What follows belongs to an exercise in optimizing a design on an open flow for small area; a production flow would make more cautious choices.
Function was checked by simulation only, so behaviour that the tests miss may differ from the original.
No activity file was given, so power comes from the tool's default toggle rates.

==> design.v <==
`default_nettype none
package sound_pkg;
	typedef enum logic [3:0] {
		gs_idle           = 4'd0,    
		gs_ongoing        = 4'd2,
		gs_request_mole   = 4'd3,
		gs_mole_countdown = 4'd4,    
		gs_mole_missed    = 4'd5,
		gs_mole_whacked   = 4'd6,
		gs_missed_sound   = 4'd9,    
		gs_whacked_sound  = 4'd10    
	} game_state_e;
	typedef enum logic [2:0] {
		ld_pop_start,
		ld_pop,
		ld_missed_start,
		ld_missed,
		ld_whacked_start,
		ld_whacked,
		ld_done
	} load_state_e;
endpackage
`default_nettype wire
`timescale 1ns/1ps
`default_nettype none
module sample_ram #(
	parameter int LOGSIZE = 8,
	parameter int WIDTH   = 8
) (
	input  wire               clock,
	input  wire               we,
	input  wire [LOGSIZE-1:0] addr,
	input  wire [WIDTH-1:0]   din,
	output logic [WIDTH-1:0]  dout
);
	logic [WIDTH-1:0] mem [0:(1 << LOGSIZE)-1];
	always_ff @(posedge clock) begin
		if (we)
			mem[addr] <= din;
		dout <= mem[addr];   
	end
endmodule
`default_nettype wire
`timescale 1ns/1ps
`default_nettype none
module fir_lowpass (
	input  wire                        clock,
	input  wire                        reset,
	input  wire                        ready,
	input  wire signed [8-1:0] x,
	output logic signed [18-1:0]   y
);
	logic signed [8-1:0] sample [0:31];   
	logic [4:0] offset;                           
	logic [4:0] index;                            
	logic [4:0] tap_slot;
	logic signed [10-1:0] coeff;
	logic signed [18-1:0] sum;
	logic signed [18-1:0] product;
	assign tap_slot = offset - 5'd1 - index;       
	assign product  = coeff * sample[tap_slot];
	always_comb begin
		case (index)
			5'd0, 5'd1, 5'd29, 5'd30: coeff = -10'sd1;
			5'd2, 5'd28:              coeff = -10'sd3;
			5'd3, 5'd27:              coeff = -10'sd5;
			5'd4, 5'd26:              coeff = -10'sd6;
			5'd5, 5'd25:              coeff = -10'sd7;
			5'd6, 5'd24:              coeff = -10'sd5;
			5'd7, 5'd23:              coeff = 10'sd0;
			5'd8, 5'd22:              coeff = 10'sd10;
			5'd9, 5'd21:              coeff = 10'sd26;
			5'd10, 5'd20:             coeff = 10'sd46;
			5'd11, 5'd19:             coeff = 10'sd69;
			5'd12, 5'd18:             coeff = 10'sd91;
			5'd13, 5'd17:             coeff = 10'sd110;
			5'd14, 5'd16:             coeff = 10'sd123;
			5'd15:                    coeff = 10'sd128;   
			default:                  coeff = '0;         
		endcase
	end
	always_ff @(posedge clock) begin
		if (reset) begin
			offset <= '0;
			index  <= 5'(31);   
			sum    <= '0;
			y      <= '0;
			for (int i = 0; i < 32; i++)
				sample[i] <= '0;         
		end else if (ready) begin
			sample[offset] <= x;
			offset <= offset + 5'd1;
			index  <= '0;
			sum    <= '0;
		end else if (index < 5'(31)) begin
			index <= index + 5'd1;
			sum   <= sum + product;
			if (index == 5'(31 - 1))
				y <= sum + product;      
		end
	end
endmodule
`default_nettype wire
`timescale 1ns/1ps
`default_nettype none
module effect_loader (
	input  wire                       clock,
	input  wire                       reset,
	input  wire                       flash_busy,
	input  wire [8-1:0]       flash_data,
	output logic [23-1:0]      ld_addr,
	output logic                      ld_read,
	output logic                      ram_we,
	output logic [8-1:0]   ram_addr_wr,
	output logic [8-1:0]      ram_din,
	output logic [8-1:0]   pop_start,
	output logic [8-1:0]   pop_end,
	output logic [8-1:0]   missed_start,
	output logic [8-1:0]   missed_end,
	output logic [8-1:0]   whacked_start,
	output logic [8-1:0]   whacked_end,
	output logic                      loaded
);
	sound_pkg::load_state_e state;
	logic waiting;                      
	logic [8:0] fill;        
	logic [23-1:0] region_first;
	logic [23-1:0] region_last;
	always_comb begin
		case (state)
			sound_pkg::ld_pop_start, sound_pkg::ld_pop: begin
				region_first = 23'h000200;
				region_last  = 23'h000203;
			end
			sound_pkg::ld_missed_start, sound_pkg::ld_missed: begin
				region_first = 23'h000300;
				region_last  = 23'h000304;
			end
			default: begin
				region_first = 23'h000400;
				region_last  = 23'h000402;
			end
		endcase
	end
	always_ff @(posedge clock) begin
		if (reset) begin
			state   <= sound_pkg::ld_pop_start;
			waiting <= 1'b0;
			fill    <= '0;
			ld_addr <= '0;
			ld_read <= 1'b0;
			ram_we  <= 1'b0;
			loaded  <= 1'b0;
		end else begin
			ram_we <= 1'b0;   
			case (state)
				sound_pkg::ld_pop_start, sound_pkg::ld_missed_start, sound_pkg::ld_whacked_start: begin
					case (state)
						sound_pkg::ld_pop_start:    pop_start     <= fill[8-1:0];
						sound_pkg::ld_missed_start: missed_start  <= fill[8-1:0];
						default:         whacked_start <= fill[8-1:0];
					endcase
					ld_addr <= region_first;
					ld_read <= 1'b1;
					waiting <= 1'b0;
					state   <= sound_pkg::load_state_e'(state + 3'd1);   
				end
				sound_pkg::ld_pop, sound_pkg::ld_missed, sound_pkg::ld_whacked: begin
					if (ld_read && !flash_busy) begin
						ld_read <= 1'b0;   
						waiting <= 1'b1;
					end else if (waiting && !flash_busy) begin
						waiting     <= 1'b0;
						ram_we      <= 1'b1;
						ram_din     <= flash_data;
						ram_addr_wr <= fill[8-1:0];
						fill        <= fill + 1'b1;
						case (state)
							sound_pkg::ld_pop:    pop_end     <= fill[8-1:0];
							sound_pkg::ld_missed: missed_end  <= fill[8-1:0];
							default:   whacked_end <= fill[8-1:0];
						endcase
						if (ld_addr == region_last) begin
							state <= sound_pkg::load_state_e'(state + 3'd1);   
						end else begin
							ld_addr <= ld_addr + 1'b1;
							ld_read <= 1'b1;
						end
					end
				end
				default: loaded <= 1'b1;   
			endcase
		end
	end
endmodule
`default_nettype wire
`timescale 1ns/1ps
`default_nettype none
module sound_player (
	input  wire                        clock,
	input  wire                        reset,
	input  wire                        ready,
	input  wire sound_pkg::game_state_e           game_state,
	input  wire                        loaded,
	input  wire [23-1:0]        ld_addr,
	input  wire                        ld_read,
	input  wire                        flash_busy,
	input  wire [8-1:0]        flash_data,
	input  wire [8-1:0]     pop_start,
	input  wire [8-1:0]     pop_end,
	input  wire [8-1:0]     missed_start,
	input  wire [8-1:0]     missed_end,
	input  wire [8-1:0]     whacked_start,
	input  wire [8-1:0]     whacked_end,
	input  wire [8-1:0]        ram_dout,
	input  wire [8-1:0]     ram_addr_wr,
	output logic [8-1:0]    ram_addr,
	input  wire signed [18-1:0]    fir_y,
	output logic signed [8-1:0] fir_x,
	output logic [23-1:0]       flash_addr,
	output logic                       flash_read,
	output logic [8-1:0]       to_ac97_data
);
	sound_pkg::game_state_e prev_state;            
	logic [23-1:0] music_addr;
	logic music_read;                   
	logic [8-1:0] clip_addr;
	logic [8-1:0] clip_first;
	logic [8-1:0] clip_last;
	logic clip_done;
	logic is_effect;
	logic entering;
	logic leaving_idle;
	logic stall;
	logic [8-1:0] music_byte;
	assign flash_addr = loaded ? music_addr : ld_addr;
	assign flash_read = loaded ? music_read : ld_read;
	assign ram_addr   = loaded ? clip_addr : ram_addr_wr;
	always_comb begin
		is_effect  = 1'b1;
		clip_first = pop_start;
		clip_last  = pop_end;
		case (game_state)
			sound_pkg::gs_mole_countdown: is_effect = 1'b1;   
			sound_pkg::gs_missed_sound: begin
				clip_first = missed_start;
				clip_last  = missed_end;
			end
			sound_pkg::gs_whacked_sound: begin
				clip_first = whacked_start;
				clip_last  = whacked_end;
			end
			default: is_effect = 1'b0;   
		endcase
	end
	assign entering     = loaded && is_effect && (game_state != prev_state);
	assign leaving_idle = loaded && (game_state != sound_pkg::gs_idle) && (prev_state == sound_pkg::gs_idle);
	assign stall        = flash_busy || music_read || leaving_idle;   
	assign music_byte   = fir_y[10 +: 8];
	always_ff @(posedge clock) begin
		if (reset) begin
			prev_state   <= sound_pkg::gs_idle;
			music_addr   <= 23'h000100;
			music_read   <= 1'b0;
			clip_addr    <= '0;
			clip_done    <= 1'b1;
			fir_x        <= '0;
			to_ac97_data <= '0;
		end else if (loaded) begin
			prev_state <= game_state;
			if (music_read && !flash_busy)
				music_read <= 1'b0;   
			if (game_state == sound_pkg::gs_idle) begin
				music_addr <= 23'h000100;   
				music_read <= 1'b0;
				fir_x      <= '0;
				if (ready)
					to_ac97_data <= '0;
			end else begin
				if (!flash_busy)
					fir_x <= flash_data;    
				if (leaving_idle)
					music_read <= 1'b1;     
				if (entering) begin
					clip_addr <= clip_first;
					clip_done <= 1'b0;
				end
				if (ready && !stall) begin
					music_addr <= (music_addr >= 23'h00010f) ? 23'h000100 : music_addr + 1'b1;
					music_read <= 1'b1;
					if (is_effect && !clip_done && !entering) begin
						to_ac97_data <= music_byte + ram_dout;   
						if (clip_addr == clip_last)
							clip_done <= 1'b1;
						else
							clip_addr <= clip_addr + 1'b1;
					end else begin
						to_ac97_data <= music_byte;
					end
				end
			end
		end
	end
endmodule
`default_nettype wire
`timescale 1ns/1ps
`default_nettype none
module sound_top (
	input  wire                  clock,
	input  wire                  reset,
	input  wire                  ready,        
	input  wire sound_pkg::game_state_e     game_state,
	input  wire                  flash_busy,
	input  wire [8-1:0]  flash_data,
	output wire [23-1:0]  flash_addr,
	output wire                  flash_read,
	output wire                  loaded,
	output wire [8-1:0]  to_ac97_data
);
	wire [23-1:0] ld_addr;
	wire ld_read;
	wire ram_we;
	wire [8-1:0] ram_addr_wr;
	wire [8-1:0] ram_addr;     
	wire [8-1:0] ram_din;
	wire [8-1:0] ram_dout;
	wire [8-1:0] pop_start, pop_end;
	wire [8-1:0] missed_start, missed_end;
	wire [8-1:0] whacked_start, whacked_end;
	wire signed [8-1:0] fir_x;
	wire signed [18-1:0] fir_y;
	effect_loader loader (
		.clock(clock), .reset(reset),
		.flash_busy(flash_busy), .flash_data(flash_data),
		.ld_addr(ld_addr), .ld_read(ld_read),
		.ram_we(ram_we), .ram_addr_wr(ram_addr_wr), .ram_din(ram_din),
		.pop_start(pop_start), .pop_end(pop_end),
		.missed_start(missed_start), .missed_end(missed_end),
		.whacked_start(whacked_start), .whacked_end(whacked_end),
		.loaded(loaded)
	);
	sample_ram #(.LOGSIZE(8), .WIDTH(8)) clip_ram (
		.clock(clock), .we(ram_we), .addr(ram_addr), .din(ram_din), .dout(ram_dout)
	);
	fir_lowpass music_fir (
		.clock(clock), .reset(reset), .ready(ready), .x(fir_x), .y(fir_y)
	);
	sound_player player (
		.clock(clock), .reset(reset), .ready(ready),
		.game_state(game_state), .loaded(loaded),
		.ld_addr(ld_addr), .ld_read(ld_read),
		.flash_busy(flash_busy), .flash_data(flash_data),
		.pop_start(pop_start), .pop_end(pop_end),
		.missed_start(missed_start), .missed_end(missed_end),
		.whacked_start(whacked_start), .whacked_end(whacked_end),
		.ram_dout(ram_dout), .ram_addr_wr(ram_addr_wr), .ram_addr(ram_addr),
		.fir_y(fir_y), .fir_x(fir_x),
		.flash_addr(flash_addr), .flash_read(flash_read),
		.to_ac97_data(to_ac97_data)
	);
endmodule
`default_nettype wire
==> run.sh <==
#!/bin/bash
# synth_recipe.tcl (not shown) runs the flow's synth.tcl, then flattens the netlist and writes it again
# the make line also repeats each setting of config.mk as NAME=value (left out here)
make -C /OpenROAD-flow-scripts/flow DESIGN_CONFIG=/design/flow/config.mk WORK_HOME=/design/flow/orfs CLKGATE_MAP_FILE= SYNTH_SCRIPT=/design/flow/synth_recipe.tcl finish
==> config.mk <==
export PLATFORM = sky130hd
export DESIGN_NAME = sound_top
export DESIGN_NICKNAME = sound_top
export VERILOG_FILES = /design/flow/design.v
export SDC_FILE = /design/flow/constraint.sdc
export NUM_CORES = 4
export LEC_CHECK = 0
export CAP_MARGIN = 20
export CORE_MARGIN = 2
export CORE_UTILIZATION = 40
export SLEW_MARGIN = 20
==> constraint.sdc <==
create_clock -name core_clock -period 10.0 [get_ports {clock}]
set_input_delay 2.0000 -clock core_clock [delete_from_list [all_inputs] [get_ports {clock}]]
set_output_delay 2.0000 -clock core_clock [all_outputs]
set_load 0.01 [all_outputs]
==> impl_metrics.tcl <==
set metrics [dict create \
    outcome "no timing/DRC/antenna violations" \
    worst_setup_path_end_kind "register" \
    synth_warnings 4 \
    ys_seq_area_frac 0.706 \
    area_delta_synth_final_pct 12.5 \
    cp.required_ns 10.82 \
    grt_pass1_vias 58100 \
    clk-insertion-delay-late_ns 0.93 \
    timing.rr.start "music_fir.index[0]$_SDFFE_PP1N_" \
    drc 0 \
    irDropWorstVdd_uv 453 \
    maxSlewHeadroom 0.133 \
    fmax_mhz 123 \
    setup_viol 0 \
    dp.final_hpwl_um 191000 \
    period_needed_ns 8.14 \
    crit_path_start_kind "register" \
    crit_family "adder cells" \
    tightest_slew_ns 1.30 \
    multi_input_area_sq_um 28900 \
    avgViaCountPerCell 5.86 \
    die_area_sq_um 266000 \
    start_util 0.403 \
    clockBufferDepth 4 \
    avgSynthCellArea_sq_um 16.0 \
    min_to "music_fir.sum[8]$_SDFFE_PP0N_" \
    hold_start "music_fir.sum[8]$_SDFFE_PP0N_" \
    wl_met1_um 122000 \
    grt_first_pass_wirelength_um 432000 \
    fin_skew_ns 0.0540 \
    rsz0062_at_grt "no" \
    cts_buffers 277 \
    finalCritPeriodShare 0.814 \
    drv_cap 0 \
    path_common_cell "fa_1" \
    final_common_cell "edfxtp_1" \
    cp_max_fo 29 \
    design_area_sq_um 118000 \
    ys_types 80 \
    wl_per_cell_um 29.4 \
    synth_area_leaders "edfxtp_1 (68%), mux4_2 (9.1%), nand2_1 (2.8%)" \
    crit_arrival_ns 8.96 \
    place_congestion 0.935 \
    place_ws_ns 1.91 \
    hold_class "reg -> reg" \
    whs_path_depth 2 \
    synth_nets 6719 \
    r2r-end "music_fir.sum[17]$_SDFFE_PP0N_" \
    dr_wl_met2_um 137000 \
    die_h_um 516 \
    syn_inst 6544 \
    ys_ff_latch 2512 \
    reg2regPathDepth 22 \
    die_x_um 516 \
    ff2ff_setup_slack_ns 1.86 \
    overflow 0 \
    fin_tns_setup_ns 0 \
    drive_gt1_frac 0.153 \
    drv_slew 0 \
    regArea_sq_um 74000 \
    cts_tree "built" \
    cp_slowest_cell "fa_2" \
    hold_viol_final 0 \
    post_cts_buffers 0 \
    postCtsResizedCells 0 \
    fill_cells 22500 \
    routed_wl_um 304000 \
    fin_ws_ns 1.86 \
    num_io_pins 49 \
    powerDensity_nw_per_um2 223 \
    leakagePower_nw 38.7 \
    first_iter_violations 8259 \
    dr.pass1.iters 8 \
    antenna_left 0 \
    floorplan.core_area_sq_um 260000 \
    wl_met3_um 32000 \
    yosys.area.top_type "edfxtp_1" \
    cpPeakStageDelay_ns 0.94 \
    syn_area_sq_um 105000 \
    grt_usage 0.225 \
    top_layer_used "met5" \
    cts.sinks 2512 \
    layout_common_cells "edfxtp_1 (2368), nand2_1 (764), nor2_1 (494), mux4_2 (425), clkbuf_16 (286)" \
    io_buffers 48 \
    clk_pin_slew_ns 0.06 \
    synth_top_area_frac 0.679 \
    final_nets 6824 \
    htreeDepth 5 \
    hold_buffers 0 \
    cp_cell_sequence "inv_1 -> ha_4 -> fa_2 -> buf_4 -> mux4_2 -> mux4_2 -> mux2_2 -> and2_1 -> fa_1 -> fa_1 -> fa_1 -> fa_1 -> fa_1 -> ha_1 -> o21ai_0 -> o21bai_1 -> a31o_2 -> a211o_1 -> o311ai_0 -> mux2i_1 -> o21ai_0 -> a21oi_1" \
    row_count 187 \
    postPlaceCellArea_sq_um 109000 \
    critical_path_class "reg -> reg" \
    dr_total_vias 60500 \
    root_buffer "clkbuf_16" \
    ys.flop_type "edfxtp_1" \
    grt_max_degree 221 \
    crit_buf_inv 2 \
    synth_edf_count 2368 \
    antenna_found_initial 14 \
    synthArstFlopShare 0 \
    holdWs_ns 0.450 \
]
-- through the flow --
step	cells	util	total power, mW
floorplan	6544	-	15.6
global placement	9865	0.421	16.6
detailed placement	9866	0.421	16.6
CTS	10300	0.453	26.4
global route	10300	0.453	27.4
finish	10300	0.453	26.2
-- worst max-delay path by stage --
| stage | slack (ns) | cells past startpoint | from | to |
|---|---|---|---|---|
| after detailed placement | 1.91 | 22 | music_fir.index[0]$_SDFFE_PP1N_ | music_fir.sum[17]$_SDFFE_PP0N_ |
| after global placement | 1.62 | 23 | music_fir.index[0]$_SDFFE_PP1N_ | music_fir.sum[17]$_SDFFE_PP0N_ |
| after floorplan | 2.42 | 24 | music_fir.index[0]$_SDFFE_PP1N_ | music_fir.sum[17]$_SDFFE_PP0N_ |
| final | 1.86 | 22 | music_fir.index[0]$_SDFFE_PP1N_ | music_fir.sum[17]$_SDFFE_PP0N_ |
| after global routing | 1.40 | 25 | music_fir.index[0]$_SDFFE_PP1N_ | music_fir.sum[17]$_SDFFE_PP0N_ |
| after CTS | 1.85 | 22 | music_fir.index[0]$_SDFFE_PP1N_ | music_fir.sum[17]$_SDFFE_PP0N_ |
-- registers in the layout, summed over array words and instances, names as in the netlist, 9 cells and up --
name,cells
clip_ram.mem,2048
loader.ld_addr,23
music_fir.coeff,9
music_fir.sample,256
music_fir.sum,18
player.music_addr,23
-- worst min-delay path: stages, from the launching register on --
cell	delay, ns
dfxtp_1	0.31
nand2_1	0.05
a21oi_1	0.05
-- cells in the mapped netlist, types with 7 or more instances --
cell and number:
a2111oi_0 11, a211oi_1 14, a21o_1 11, a21oi_1 116, a221oi_1 13, a222oi_1 12
a22o_1 8, a22oi_1 73, a311oi_1 19, a31oi_1 67, a32oi_1 56, and2_1 271
and3_1 35, buf_1 36, buf_2 82, buf_4 27, buf_6 16, clkbuf_1 198
dfxtp_1 144, edfxtp_1 2368, fa_1 86, ha_1 73, inv_1 123, mux2_2 34
mux2i_1 134, mux4_2 425, nand2_1 775, nand2b_1 34, nand3_1 250, nand4_1 96
nor2_1 498, nor2b_1 51, nor3_1 25, nor3b_1 11, nor4_1 18, o2111ai_1 7
o211ai_1 17, o21ai_0 51, o221ai_1 9, o22ai_1 15, o31ai_1 11, or2_2 46
or3_1 9, xnor2_1 38, xor2_1 37
-- power by group --
part | switching [mW] | internal [mW] | leakage [nW]
combinational | 2.69 | 2.18 | 11.8
clock | 4.07 | 5.72 | 4.14
sequential | 0.106 | 11.5 | 22.8
total | 6.86 | 19.4 | 38.7
-- kinds of logic (layout without fill, tap and decap cells) --
logic type	after synthesis	in the layout	share of synthesized area
DFF	2512	2512	0.706
and+or+nand+nor	2147	2147	0.0952
muxes	594	594	0.108
AOI/OAI and AO/OA	571	571	0.0387
buffers and inverters	486	778	0.0207
adders and majority gates	159	159	0.0251
xor gates and xnor gates	75	75	0.00627
other	0	4	0
-- layout make-up --
class | count | area share
diodes | 4 | 0.0000849
clock buffers | 350 | 0.0631
clock inverters | 116 | 0.00877
inverters | 125 | 0.00398
multi-input cells | 3546 | 0.245
flip-flops and latches | 2512 | 0.628
well taps | 3496 | 0.0371
repair buffers | 187 | 0.0143
-- layer usage --
| metal | global-route usage | vias up |
|---|---|---|
| li1 | - | 25400 |
| met1 | 0.316 | 31300 |
| met2 | 0.339 | 3165 |
| met3 | 0.0555 | 624 |
| met4 | 0.0873 | 6 |
| met5 | 0 | - |

==> separate check: timing with driven ports <==
No port has a modelled driver above. Below, the same layout with a new extraction and two added sets of constraints.
Step 1 assumes that a clkbuf_16 drives the clock port and a buf_2 every other input.
Step 2 also shifts input and output timing later by t, the mid clock arrival at the registers, as if the neighbouring blocks saw the same clock.
Slacks: no drivers / after step 1 / after step 2; pairs: no drivers / after step 1.
t (ns): 0.994
setup slack, ns: 1.861 / 1.861 / 1.861
hold WS [ns]: 0.450 / 0.450 / 0.450
pins driven straight from the clock port: 1
After both steps this run still meets setup and hold. For this run, drivers alone change the setup slack by 0.000 ns; drivers and shift together by 0.000 ns.
